This design comes from an exercise in tuning for small area, a short achievable clock period and few clock cycles per item on the open sky130 flow, not from production work.
In this exercise RTL edits were held to simulation tests only and were not proved equivalent to the original.
Power and IR drop assume default switching activity.

==> flow/design.v <==
module sort_pipe #(
  parameter int DATA_W   = 8,
  parameter int LOG_SIZE = 4,
  parameter int SIZE     = 2**LOG_SIZE,
  parameter int SIGNED   = 0
) (
  input  logic                       clk,
  input  logic                       rst,
  input  logic                       i_valid,
  output logic                       o_ready,
  input  logic                       i_desc,
  input  logic [DATA_W*SIZE-1:0]     i_din,
  output logic                       o_valid,
  input  logic                       i_ready,
  output logic                       o_desc,
  output logic [DATA_W*SIZE-1:0]     o_dout,
  output logic [LOG_SIZE*SIZE-1:0]   o_idx
);
  localparam int KW = DATA_W*SIZE;
  localparam int IW = LOG_SIZE*SIZE;
  function automatic logic key_le(input logic [DATA_W-1:0] a, input logic [DATA_W-1:0] b);
    logic c;
    c = 1'b1;
    for (int i = 0; i < DATA_W; i++) c = (~a[i] & b[i]) | ((~a[i] | b[i]) & c);
    key_le = c;
  endfunction
  function automatic logic [1:0] fadd(input logic a, input logic b, input logic c);
    fadd = {(a & b) | (a & c) | (b & c), a ^ b ^ c};
  endfunction
  function automatic logic [9:0] pc_first(input logic [14:0] v);
    logic [4:0] s, c;
    for (int i = 0; i < 5; i++) {c[i], s[i]} = fadd(v[3*i], v[3*i+1], v[3*i+2]);
    pc_first = {c, s};
  endfunction
  function automatic logic [4:0] pc_rest(input logic [9:0] f);
    logic [4:0] s, c;
    logic [1:0] s2, s3, a, d, e;
    {c, s} = f;
    s2 = fadd(s[0], s[1], s[2]);                       
    s3 = fadd(s[3], s[4], s2[0]);
    a  = fadd(c[0], c[1], c[2]);                       
    d  = fadd(c[3], c[4], s2[1]);
    e  = fadd(a[0], d[0], s3[1]);
    pc_rest = {a[1], d[1], e[1], e[0], s3[0]};
  endfunction
  logic              w_ce;
  logic              r1_vld, r1_desc, r2_vld, r2_desc, r3_vld, r3_desc;
  logic [KW-1:0]     r1_key, r2_key, r3_key;
  logic [10*SIZE-1:0] r1_part;
  logic [5*SIZE-1:0] r2_rank;
  logic [IW-1:0]     r3_idx;
  assign w_ce    = ~r3_vld | i_ready;
  assign o_ready = w_ce;
  logic [DATA_W-1:0] w_kx [SIZE];
  logic              w_c  [SIZE][SIZE];    
  logic [10*SIZE-1:0] w_part;
  logic [5*SIZE-1:0] w_rank;
  for (genvar i = 0; i < SIZE; i++) begin : g_kx
    logic [DATA_W-1:0] k;
    assign k = i_din[i*DATA_W +: DATA_W];
    assign w_kx[i] = (SIGNED != 0) ? {~k[DATA_W-1] ^ i_desc, k[DATA_W-2:0] ^ {(DATA_W-1){i_desc}}}
                                   : k ^ {DATA_W{i_desc}};
  end
  for (genvar i = 0; i < SIZE; i++) begin : g_ci
    for (genvar j = 0; j < SIZE; j++) begin : g_cj
      if (i < j) begin : g_lt
        assign w_c[i][j] = key_le(w_kx[i], w_kx[j]);
      end else begin : g_ge
        assign w_c[i][j] = 1'b0;
      end
    end
  end
  for (genvar j = 0; j < SIZE; j++) begin : g_rank
    logic [SIZE-2:0] pre;
    for (genvar i = 0; i < SIZE; i++) begin : g_pre
      if (i < j) begin : g_lo
        assign pre[i] = w_c[i][j];
      end else if (i > j) begin : g_hi
        assign pre[i-1] = ~w_c[j][i];
      end
    end
    assign w_part[j*10 +: 10] = pc_first(pre);
  end
  for (genvar j = 0; j < SIZE; j++) begin : g_rank2
    assign w_rank[j*5 +: 5] = pc_rest(r1_part[j*10 +: 10]);
  end
  logic [SIZE-1:0] w_sel [SIZE];           
  logic [KW-1:0]   w_dout;
  logic [IW-1:0]   w_idx;
  for (genvar j = 0; j < SIZE; j++) begin : g_dec
    logic [2:0] w4;
    logic [1:0] lo2;
    logic [3:0] hi, lo;
    assign {w4, lo2} = r2_rank[j*5 +: 5];
    assign hi[0] = ~w4[0] & ~w4[1] & ~w4[2];
    assign hi[1] = (w4 == 3'b001) | (w4 == 3'b010) | (w4 == 3'b100);
    assign hi[2] = (w4 == 3'b011) | (w4 == 3'b101) | (w4 == 3'b110);
    assign hi[3] = w4[0] & w4[1] & w4[2];
    for (genvar v = 0; v < 4; v++) begin : g_lo
      assign lo[v] = lo2 == 2'(v);
    end
    for (genvar r = 0; r < SIZE; r++) begin : g_r
      assign w_sel[j][r] = hi[r / 4] & lo[r % 4];
    end
  end
  for (genvar r = 0; r < SIZE; r++) begin : g_out
    logic [DATA_W-1:0]   k;
    logic [LOG_SIZE-1:0] x;
    always_comb begin
      k = '0;
      x = '0;
      for (int j = 0; j < SIZE; j++) begin
        if (w_sel[j][r]) begin
          k = k | r2_key[j*DATA_W +: DATA_W];
          x = x | LOG_SIZE'(j);
        end
      end
    end
    assign w_dout[r*DATA_W +: DATA_W]  = k;
    assign w_idx[r*LOG_SIZE +: LOG_SIZE] = x;
  end
  always_ff @(posedge clk) begin
    if (rst) begin
      r1_vld <= 1'b0;
      r2_vld <= 1'b0;
      r3_vld <= 1'b0;
    end else if (w_ce) begin
      r1_vld <= i_valid;
      r2_vld <= r1_vld;
      r3_vld <= r2_vld;
    end
  end
  always_ff @(posedge clk) begin
    if (w_ce) begin
      r1_desc <= i_desc;
      r1_key  <= i_din;
      r1_part <= w_part;
      r2_desc <= r1_desc;
      r2_key  <= r1_key;
      r2_rank <= w_rank;
      r3_desc <= r2_desc;
      r3_key  <= w_dout;
      r3_idx  <= w_idx;
    end
  end
  assign o_valid = r3_vld;
  assign o_desc  = r3_desc;
  assign o_dout  = r3_key;
  assign o_idx   = r3_idx;
endmodule
clock: 4.5 ns
lec_check: 0
abc_area: 1
cap_margin: 20
core_margin: 2
core_utilization: 25
place_density: 0.4
setup_slack_margin: 2.0
slew_margin: 20
standard.sh (not shown) runs the stock make flow with config.mk's settings and CLKGATE_MAP_FILE= SYNTH_SCRIPT=/design/flow/synth_recipe.tcl, a recipe that flattens the netlist after the stock synthesis.
==> flow/flow/run.sh <==
#!/bin/bash
# Layout flow: the standard flow (standard.sh), except that the buffers placed on the input
# and output ports are plain buffers (buf_1) rather than the placer's default choice. Every port
# still gets its own buffer. Each tool's output is kept in the ORFS logs under orfs/logs.
set -euo pipefail
bash standard.sh "BUFFER_PORTS_ARGS=-buffer_cell sky130_fd_sc_hd__buf_1" finish > flow_standard.log 2>&1
The starting point went through all stages and came out clean.
Testbench counts at the start, summed over its fixed seeds: cycles 3,224, items 3,200.
==> next run, changes <==
--- a/flow/design.v
+++ b/flow/design.v
@@ -17,8 +17,12 @@
   output logic [LOG_SIZE*SIZE-1:0]   o_idx
 );
   localparam int KW = DATA_W*SIZE;
   localparam int IW = LOG_SIZE*SIZE;
+  localparam int NP = SIZE*(SIZE-1)/2;
+  function automatic int pidx(input int i, input int j);
+    pidx = i*SIZE - i*(i+1)/2 + (j - i - 1);
+  endfunction
   function automatic logic key_le(input logic [DATA_W-1:0] a, input logic [DATA_W-1:0] b);
     logic c;
     c = 1'b1;
     for (int i = 0; i < DATA_W; i++) c = (~a[i] & b[i]) | ((~a[i] | b[i]) & c);
@@ -45,45 +49,37 @@
   endfunction
   logic              w_ce;
   logic              r1_vld, r1_desc, r2_vld, r2_desc, r3_vld, r3_desc;
   logic [KW-1:0]     r1_key, r2_key, r3_key;
-  logic [10*SIZE-1:0] r1_part;
+  logic [NP-1:0]     r1_c;                 
   logic [5*SIZE-1:0] r2_rank;
   logic [IW-1:0]     r3_idx;
   assign w_ce    = ~r3_vld | i_ready;
   assign o_ready = w_ce;
   logic [DATA_W-1:0] w_kx [SIZE];
-  logic              w_c  [SIZE][SIZE];    
-  logic [10*SIZE-1:0] w_part;
+  logic [NP-1:0]     w_c;
   logic [5*SIZE-1:0] w_rank;
   for (genvar i = 0; i < SIZE; i++) begin : g_kx
     logic [DATA_W-1:0] k;
     assign k = i_din[i*DATA_W +: DATA_W];
     assign w_kx[i] = (SIGNED != 0) ? {~k[DATA_W-1] ^ i_desc, k[DATA_W-2:0] ^ {(DATA_W-1){i_desc}}}
                                    : k ^ {DATA_W{i_desc}};
   end
   for (genvar i = 0; i < SIZE; i++) begin : g_ci
-    for (genvar j = 0; j < SIZE; j++) begin : g_cj
-      if (i < j) begin : g_lt
-        assign w_c[i][j] = key_le(w_kx[i], w_kx[j]);
-      end else begin : g_ge
-        assign w_c[i][j] = 1'b0;
-      end
+    for (genvar j = i + 1; j < SIZE; j++) begin : g_cj
+      assign w_c[pidx(i, j)] = key_le(w_kx[i], w_kx[j]);
     end
   end
   for (genvar j = 0; j < SIZE; j++) begin : g_rank
     logic [SIZE-2:0] pre;
     for (genvar i = 0; i < SIZE; i++) begin : g_pre
       if (i < j) begin : g_lo
-        assign pre[i] = w_c[i][j];
+        assign pre[i] = r1_c[pidx(i, j)];
       end else if (i > j) begin : g_hi
-        assign pre[i-1] = ~w_c[j][i];
+        assign pre[i-1] = ~r1_c[pidx(j, i)];
       end
     end
-    assign w_part[j*10 +: 10] = pc_first(pre);
-  end
-  for (genvar j = 0; j < SIZE; j++) begin : g_rank2
-    assign w_rank[j*5 +: 5] = pc_rest(r1_part[j*10 +: 10]);
+    assign w_rank[j*5 +: 5] = pc_rest(pc_first(pre));
   end
   logic [SIZE-1:0] w_sel [SIZE];           
   logic [KW-1:0]   w_dout;
   logic [IW-1:0]   w_idx;
@@ -133,9 +129,9 @@
   always_ff @(posedge clk) begin
     if (w_ce) begin
       r1_desc <= i_desc;
       r1_key  <= i_din;
-      r1_part <= w_part;
+      r1_c    <= w_c;
       r2_desc <= r1_desc;
       r2_key  <= r1_key;
       r2_rank <= w_rank;
       r3_desc <= r2_desc;
Result:
- design area went down by 12%
- clock power shrinks by about 0.9%
- combinational power went down by about 6%
- global-route usage is higher by 1.1 points
- wire length drops by 0.99%
- sequential power came out lower by about 9%
Testbench counts after the change, summed over its fixed seeds: cycles 3,224, items 3,200.

[re-timing with driven ports]
In the flow no input, the clock included, has a driving cell. The finished layouts below were timed again as built, in two steps. Step 1 sets driving cells, clkbuf_16 on the clock port and buf_2 on the other inputs (assumed; they add their load-dependent delay and slew). Step 2, shift: input delay + t, output delay - t, t = (earliest + latest rising clock arrival at the registers) / 2. This alone moves slack from input paths to output paths. Slacks: no drivers / after step 1 / after step 2; pairs: no drivers / after step 1.
| run | shift t [ns] | slack for setup (ns) | worst hold slack (ns) |
|---|---|---|---|
| the first run | 0.826 | 1.483 / 1.520 / 0.694 | 0.385 / 0.342 / 0.385 |
| the second run | 0.851 | 1.584 / 1.584 / 1.139 | 0.323 / 0.285 / 0.379 |
After both steps every run listed still meets setup and hold. The setup slack of the first run, which loses most, moves by +0.037 ns with the drivers and by -0.789 ns with both steps.
